Background: an optimization exercise with open tools, aiming at small area, a short achievable clock period and few clock cycles. Do not read the settings as production practice.
RTL that was checked went through simulation tests only; none was proved equivalent to the original.
Power is estimated from default activity; no workload was simulated.

Design cobs_crc_frame_receiver_core, start of the top module:
module cobs_crc_frame_receiver_core (
  input  logic       clk,
  input  logic       rst,
  input  logic       s_axis_tvalid,
  output logic       s_axis_tready,
  input  logic [7:0] s_axis_tdata,   
  input  logic [0:0] s_axis_tuser,   
  output logic       m_axis_tvalid,
  input  logic       m_axis_tready,
  output logic [7:0] m_axis_tdata,   
  output logic [7:0] m_axis_tuser,   
  output logic       m_axis_tlast
);
Size in the first run: about 700 flip-flops.
clock: 8.0 ns
lec_check: 0
cap_margin: 20
core_margin: 2
core_utilization: 55
cts_buf_list: sky130_fd_sc_hd__clkbuf_8
cts_cluster_diameter: 50
cts_cluster_size: 15
place_density: 0.7
setup_slack_margin: 5
slew_margin: 20
run.sh (not shown) runs the stock make flow with config.mk's settings and CLKGATE_MAP_FILE= SYNTH_SCRIPT=/design/flow/synth_recipe.tcl, a recipe that flattens the netlist after the stock synthesis.
Testbench counts at the start, summed over its fixed seeds: cycles 15,433.
Edit:
Settings changed: CORE_UTILIZATION 55 to 40, PLACE_DENSITY 0.7 to default.
After rerunning:
- The changed run finished with timing, DRC and antenna clean
- critical path depth came out lower by 1
- setup slack got worse by 0.037 ns
- die area went up by 37%
- via count falls by 1.3%
- design area stays flat
- cell count climbs by about 7%
Edit:
Settings changed: CTS_CLUSTER_DIAMETER 50 to 55, CTS_CLUSTER_SIZE 15 to 18.
=> Synthesized area is unchanged; sequential power hardly moves; hold slack got worse by 0.0088 ns; clock skew is higher by 0.027 ns; power fell slightly; routed wire length barely changes; combinational power goes up slightly; clock power decreases by a few percent; fmax is about the same; final area goes down slightly.

========
== run A ==
Another version of the RTL of cobs_crc_frame_receiver_core (not shown whole).
Size: ~1,600 cells after synthesis, ~690 flip-flops, about 32 I/O pins.
## cobs_crc_frame_receiver_core
module cobs_crc_frame_receiver_core (
  input  logic       clk,
  input  logic       rst,
  input  logic       s_axis_tvalid,
  output logic       s_axis_tready,
  input  logic [7:0] s_axis_tdata,   
  input  logic [0:0] s_axis_tuser,   
  output logic       m_axis_tvalid,
  input  logic       m_axis_tready,
  output logic [7:0] m_axis_tdata,   
  output logic [7:0] m_axis_tuser,   
  output logic       m_axis_tlast
);
export LEC_CHECK = 0
export CAP_MARGIN = 20
export CORE_MARGIN = 2
export CORE_UTILIZATION = 40
export CTS_BUF_LIST = sky130_fd_sc_hd__clkbuf_8 sky130_fd_sc_hd__clkbuf_16
export CTS_CLUSTER_DIAMETER = 60
export CTS_CLUSTER_SIZE = 25
export SETUP_SLACK_MARGIN = 5
export SLEW_MARGIN = 20
create_clock -name core_clock -period 8.0 [get_ports {clk}]
Run A has completed all stages; timing, DRC and antenna checks passed.
Testbench counts of run A, summed over its fixed seeds: cycles 15,433.
Setup changes, run A to run B
-- flow/config.mk --
<<< run A, line 10
export CORE_UTILIZATION = 40
export CTS_BUF_LIST = sky130_fd_sc_hd__clkbuf_8 sky130_fd_sc_hd__clkbuf_16
export CTS_CLUSTER_DIAMETER = 60
export CTS_CLUSTER_SIZE = 25
>>> run B, line 10
export CORE_UTILIZATION = 55
export CTS_BUF_LIST = sky130_fd_sc_hd__clkbuf_8
export CTS_CLUSTER_DIAMETER = 55
export CTS_CLUSTER_SIZE = 18
export PLACE_DENSITY = 0.7
[summary]
First-iteration DRC count of run B falls short of that of run A by a few percent. Diff run A -> run B: number of buffers added for setup after CTS went down by 2, end-of-flow core utilization went up by 15 points, clock tree skew after final layout was more or less identical, reported max-cap violation count was more or less identical, register-to-register slack went down by 30 ps. Effective utilization at floorplan in run B is 15 points above run A. Run B has sum of routed wire length over all layers below what run A had. Run B ended up with a higher portion of the clock cycle consumed by the worst path in the final layout than run A did. Of run B and run A, it is run B that has the lower final worst slack.

========
cobs_crc_frame_receiver_core, a different RTL version from the one above (not shown whole).
Size: ~690 flip-flops, ~32 I/O pins, roughly 22,000 µm² of cells after synthesis.
make LEC_CHECK=0 CAP_MARGIN=20 CORE_MARGIN=2 CORE_UTILIZATION=40 SETUP_SLACK_MARGIN=4 SLEW_MARGIN=20 finish   # period 8.0 ns
Testbench counts at the start, summed over its fixed seeds: cycles 15,433.
==> next run, changes <==
- SETUP_SLACK_MARGIN: 4 -> not set
What happened: The changed run finished with timing, DRC and antenna clean; routed wire length is lower slightly; final cell count is lower slightly; total power barely changes; cell area is lower slightly; global-route usage hardly moves.

========
Another version of the RTL of cobs_crc_frame_receiver_core (not shown whole).
Size: roughly 700 flip-flops.
==> flow/design.v (excerpt) <==
module cobs_crc_frame_receiver_core (
  input  logic       clk,
  input  logic       rst,
  input  logic       s_axis_tvalid,
  output logic       s_axis_tready,
  input  logic [7:0] s_axis_tdata,   
  input  logic [0:0] s_axis_tuser,   
  output logic       m_axis_tvalid,
  input  logic       m_axis_tready,
  output logic [7:0] m_axis_tdata,   
  output logic [7:0] m_axis_tuser,   
  output logic       m_axis_tlast
);
  logic       rdy_q;
  logic       acc;
  logic       in_v;
  logic       in_r;
  logic [7:0] in_b;
  logic       in_z;
  logic       in_one;
  logic [7:0] in_b_n;
  logic       sk_v;
  logic       sk_r;
  logic [7:0] sk_b;
  logic       hold;
  logic       proc;
  logic       in_v_n;
  logic       sk_v_n;
  assign s_axis_tready = rdy_q;
  assign acc  = s_axis_tvalid && rdy_q;
  assign proc = in_v && !hold;
  always_comb begin
    in_v_n = in_v;
    sk_v_n = sk_v;
    if (proc || !in_v) begin
      in_v_n = sk_v || acc;
      sk_v_n = sk_v && acc;
    end else if (acc) begin
      sk_v_n = 1'b1;
    end
  end
  assign in_b_n = sk_v ? sk_b : s_axis_tdata;
  always_ff @(posedge clk) begin
    if (rst) begin
      in_v  <= 1'b0;
      sk_v  <= 1'b0;
      rdy_q <= 1'b1;
    end else begin
      in_v  <= in_v_n;
      sk_v  <= sk_v_n;
      rdy_q <= !(in_v_n && sk_v_n);
    end
    if (proc || !in_v) begin
      in_b   <= in_b_n;
      in_z   <= (in_b_n == 8'd0);
      in_one <= (in_b_n == 8'd1);
  ...
export LEC_CHECK = 0
export CAP_MARGIN = 20
export CORE_MARGIN = 2
export CORE_UTILIZATION = 40
export CTS_BUF_LIST = sky130_fd_sc_hd__clkbuf_8
export CTS_CLUSTER_DIAMETER = 60
export CTS_CLUSTER_SIZE = 20
export SETUP_SLACK_MARGIN = 5
export SLEW_MARGIN = 20
create_clock -name core_clock -period 8.0 [get_ports {clk}]
Next try:
Settings changed: CTS_CLUSTER_DIAMETER 60 to 50, CTS_CLUSTER_SIZE 20 to 15.
Effect: First-iteration DRC count came out lower by 20%. Total power came out higher by 5.7%. Routed wire length came out higher by about 0.9%.
Next try:
Settings changed: CTS_BUF_LIST sky130_fd_sc_hd__clkbuf_8 to default, CTS_CLUSTER_DIAMETER 50 to default, CTS_CLUSTER_SIZE 15 to default.
The new run produced a clean layout.
Total power came out higher by 20%.
Sequential share of layout area came out lower by 1.9 points.
Clock power came out higher by 65%.
Synthesized cell count does not change.
Non-clock buffer count came out lower by 20.
Hold slack improved by 0.035 ns.
Register-to-register slack got worse by 0.09 ns.
Cell area came out higher by 3.2%.
Core utilization came out higher by 1.6 points.
Flip-flop and latch count stays the same.
Setup slack got worse by 0.092 ns.
No run of this note included a check of the RTL's function; only the layout flow was run.

========
== alpha ==
cobs_crc_frame_receiver_core, a different RTL version from the one above (not shown whole).
Size in the first run: roughly 32 I/O pins, ~21000 µm² of cells after synthesis.
Settings: LEC_CHECK=0, CAP_MARGIN=20, CORE_MARGIN=2, CORE_UTILIZATION=40, CTS_BUF_LIST=sky130_fd_sc_hd__clkbuf_8, CTS_CLUSTER_DIAMETER=55, CTS_CLUSTER_SIZE=18, SETUP_SLACK_MARGIN=5, SLEW_MARGIN=20; clock period 8.0 ns.
alpha went all the way through synthesis, placement and routing and the layout is clean on timing, DRC and antenna.
Testbench counts of alpha, summed over its fixed seeds: cycles 15,433.
#### Input delta (beta over alpha)
- CTS_CLUSTER_SIZE changed from 18 to 15
- CTS_CLUSTER_DIAMETER changed from 55 to 50
--- outcome ---
beta vs alpha, routing usage on met2 went up by 0.21 points.
Between alpha and beta, the utilization figures differ only marginally.
Any difference in area occupied by multi-input gates between alpha and beta is small enough to ignore.
The later-pin clock latency in the skew report in beta sits 0.05 ns above the value recorded for alpha.
For beta, the slowest stage cell on the critical path was sky130_fd_sc_hd__dfxtp_4, unlike alpha, where it was sky130_fd_sc_hd__or4_4.
Higher shortest period the worst path allows was reported by alpha, not beta.
[compare] base=alpha new=beta: total power went up, final worst hold slack shows a reduction of 0.013 ns, global routing met1 resource utilization essentially unchanged, count of flip-flops and latches now sits at about the same level.
Side by side, area growth from synthesis to layout turned out higher in beta than in alpha.
Run comparison: beta endpoint of the most critical setup path u_ctrl.rsp[4]; alpha endpoint of the most critical setup path u_ctrl.rsp[3]
Cmp beta and alpha / count of nets after finishing / lower: alpha

========
Setup of 08-08:
cobs_crc_frame_receiver_core, a different RTL version from the one above (not shown whole).
Size: about 1,600 cells after synthesis, roughly 690 flip-flops, roughly 0.021 mm² of cells after synthesis.
make LEC_CHECK=0 CAP_MARGIN=20 CORE_MARGIN=2 CORE_UTILIZATION=65 CTS_BUF_LIST=sky130_fd_sc_hd__clkbuf_8 CTS_CLUSTER_DIAMETER=50 CTS_CLUSTER_SIZE=15 PLACE_DENSITY=0.75 SETUP_SLACK_MARGIN=5 SLEW_MARGIN=20 finish   # period 8.0 ns
Every stage of the flow completed for 08-08, and the final layout passed the timing, DRC and antenna checks.
Edits applied to the flow inputs when going from 08-08 to 03-05:
- CORE_UTILIZATION changed from 65 to 40
- PLACE_DENSITY removed (was 0.75)
==> summary.txt <==
03-05 completed; timing, DRC and antenna clean. Compared with 08-08, 03-05 shows wire length of the first global-routing pass higher by about 4%. Diff 08-08 -> 03-05: area added between synthesis and finish saw an increase, final non-filler cell total saw an increase, fraction of standard cell area that is sequential saw a decrease. Re cell area after synthesis: no difference whatsoever between 03-05 and 08-08. 03-05 gives more share of final-layout standard cells stronger than drive strength 1 than 08-08 did. Upper clock frequency limit (higher): 03-05. 03-05 vs. 08-08: placeable core area went up by 0.020 mm²; wire length went up by 3.5%.
Function was not checked in any run of this note: the RTL went through the layout flow alone.

========
RTL: one of the versions met above, not the one the previous note started from.
Size: ~1600 cells after synthesis, ~690 flip-flops, ~32 I/O pins, roughly 21000 µm² of cells after synthesis.
make LEC_CHECK=0 CAP_MARGIN=20 CORE_MARGIN=2 CORE_UTILIZATION=40 CTS_BUF_LIST=sky130_fd_sc_hd__clkbuf_16 CTS_CLUSTER_DIAMETER=80 CTS_CLUSTER_SIZE=35 SETUP_SLACK_MARGIN=5 SLEW_MARGIN=20 finish   # period 8.0 ns
The baseline completed with no timing, DRC or antenna violations.
Testbench counts at the start, summed over its fixed seeds: cycles 15,433.
Rerun with:
- CTS_BUF_LIST: sky130_fd_sc_hd__clkbuf_16 -> sky130_fd_sc_hd__clkbuf_8
- CTS_CLUSTER_DIAMETER: 80 -> 55
- CTS_CLUSTER_SIZE: 35 -> 18
=> Total power fell slightly. First-iteration DRC count drops by roughly a tenth. Final cell count grows slightly. Fmax barely changes. Wire length rises slightly.

========
epsilon:
Another version of the RTL of cobs_crc_frame_receiver_core (not shown whole).
For scale: about 1800 cells after synthesis, roughly 32 I/O pins, roughly 22000 um^2 of cells after synthesis.
Settings: LEC_CHECK=0, CAP_MARGIN=20, CORE_MARGIN=2, CORE_UTILIZATION=40, SETUP_SLACK_MARGIN=5, SLEW_MARGIN=20; clock period 8.0 ns.
In summary, epsilon completed successfully, with a layout that passed the timing, DRC and antenna checks.
Testbench counts of epsilon, summed over its fixed seeds: cycles 15,433.
Inputs modified between epsilon and delta:
- CTS_CLUSTER_SIZE: unset -> 15
- CTS_BUF_LIST: unset -> sky130_fd_sc_hd__clkbuf_8
- CTS_CLUSTER_DIAMETER: unset -> 50
[summary]
Sort delta and epsilon by part of the total power dissipated in sequential elements, descending, and delta comes first.
Looking at capturing element of the worst setup path, the u_ctrl.m34[2]$_SDFFE_PP0P_ result is from epsilon; the dq0[0]$_DFFE_PP_ one comes from delta.
epsilon vs delta, origin of the worst setup path: u_ctrl.rem_z$_SDFFE_PP1N_ vs ph[2]$_SDFF_PP0_
First-pass GRT wire length: higher on epsilon
Measured against each other, delta and epsilon differ in number of antenna violations at the first check in global routing, the higher figure coming from delta.
Compared with epsilon, delta shows a via count of the first global-routing pass that is 186 lower.

## port drivers added, routing unchanged
In the flow no input, the clock included, has a driving cell. The finished layouts below were timed again as built, in two steps.
Step 1: set_driving_cell puts a clkbuf_16 on clk and a buf_2 on each other input, an assumption about the parent block.
Step 2 adds t to the input delays and takes it off the output delays; t is the mean of the earliest and latest rising clock arrival at the registers after step 1. Input paths then give back, and output paths get back, about the clock's delay inside the block.
Three values: no drivers, after step 1, after step 2; two values: the first two.
run | t (ns) | setup slack, ns | worst setup path after step 2
the first run of note 1 | 0.716 | 4.991 / 4.978 / 4.281 | input to register
the second run of note 1 | 0.710 | 4.954 / 4.971 / 4.276 | input to register
the third run of note 1 | 0.696 | 4.952 / 4.985 / 4.289 | input to register
run A | 0.640 | 5.042 / 4.991 / 4.522 | input to register
run B | 0.701 | 4.974 / 4.954 / 4.301 | input to register
the first run of note 3 | 0.665 | 4.304 / 4.304 / 4.086 | input to register
the second run of note 3 | 0.665 | 3.743 / 3.743 / 3.743 | register to register
the first run of note 4 | 0.696 | 4.430 / 4.430 / 3.874 | input to register
the second run of note 4 | 0.729 | 4.572 / 4.572 / 4.004 | input to register
the third run of note 4 | 0.635 | 4.480 / 4.480 / 3.936 | input to register
alpha | 0.665 | 4.936 / 4.936 / 4.432 | input to register
beta | 0.696 | 4.946 / 4.946 / 4.432 | input to register
08-08 | 0.663 | 4.720 / 4.720 / 4.252 | input to register
03-05 | 0.738 | 4.773 / 4.773 / 4.271 | input to register
the first run of note 7 | 0.669 | 4.990 / 4.932 / 4.505 | input to register
the second run of note 7 | 0.696 | 4.997 / 4.942 / 4.416 | input to register
epsilon | 0.642 | 5.002 / 4.997 / 4.503 | input to register
delta | 0.721 | 4.997 / 4.997 / 4.412 | input to register
After both steps setup and hold are still met in every run listed. For the first run of note 1, which loses most, drivers alone change the setup slack by -0.013 ns; drivers and shift together by -0.710 ns.
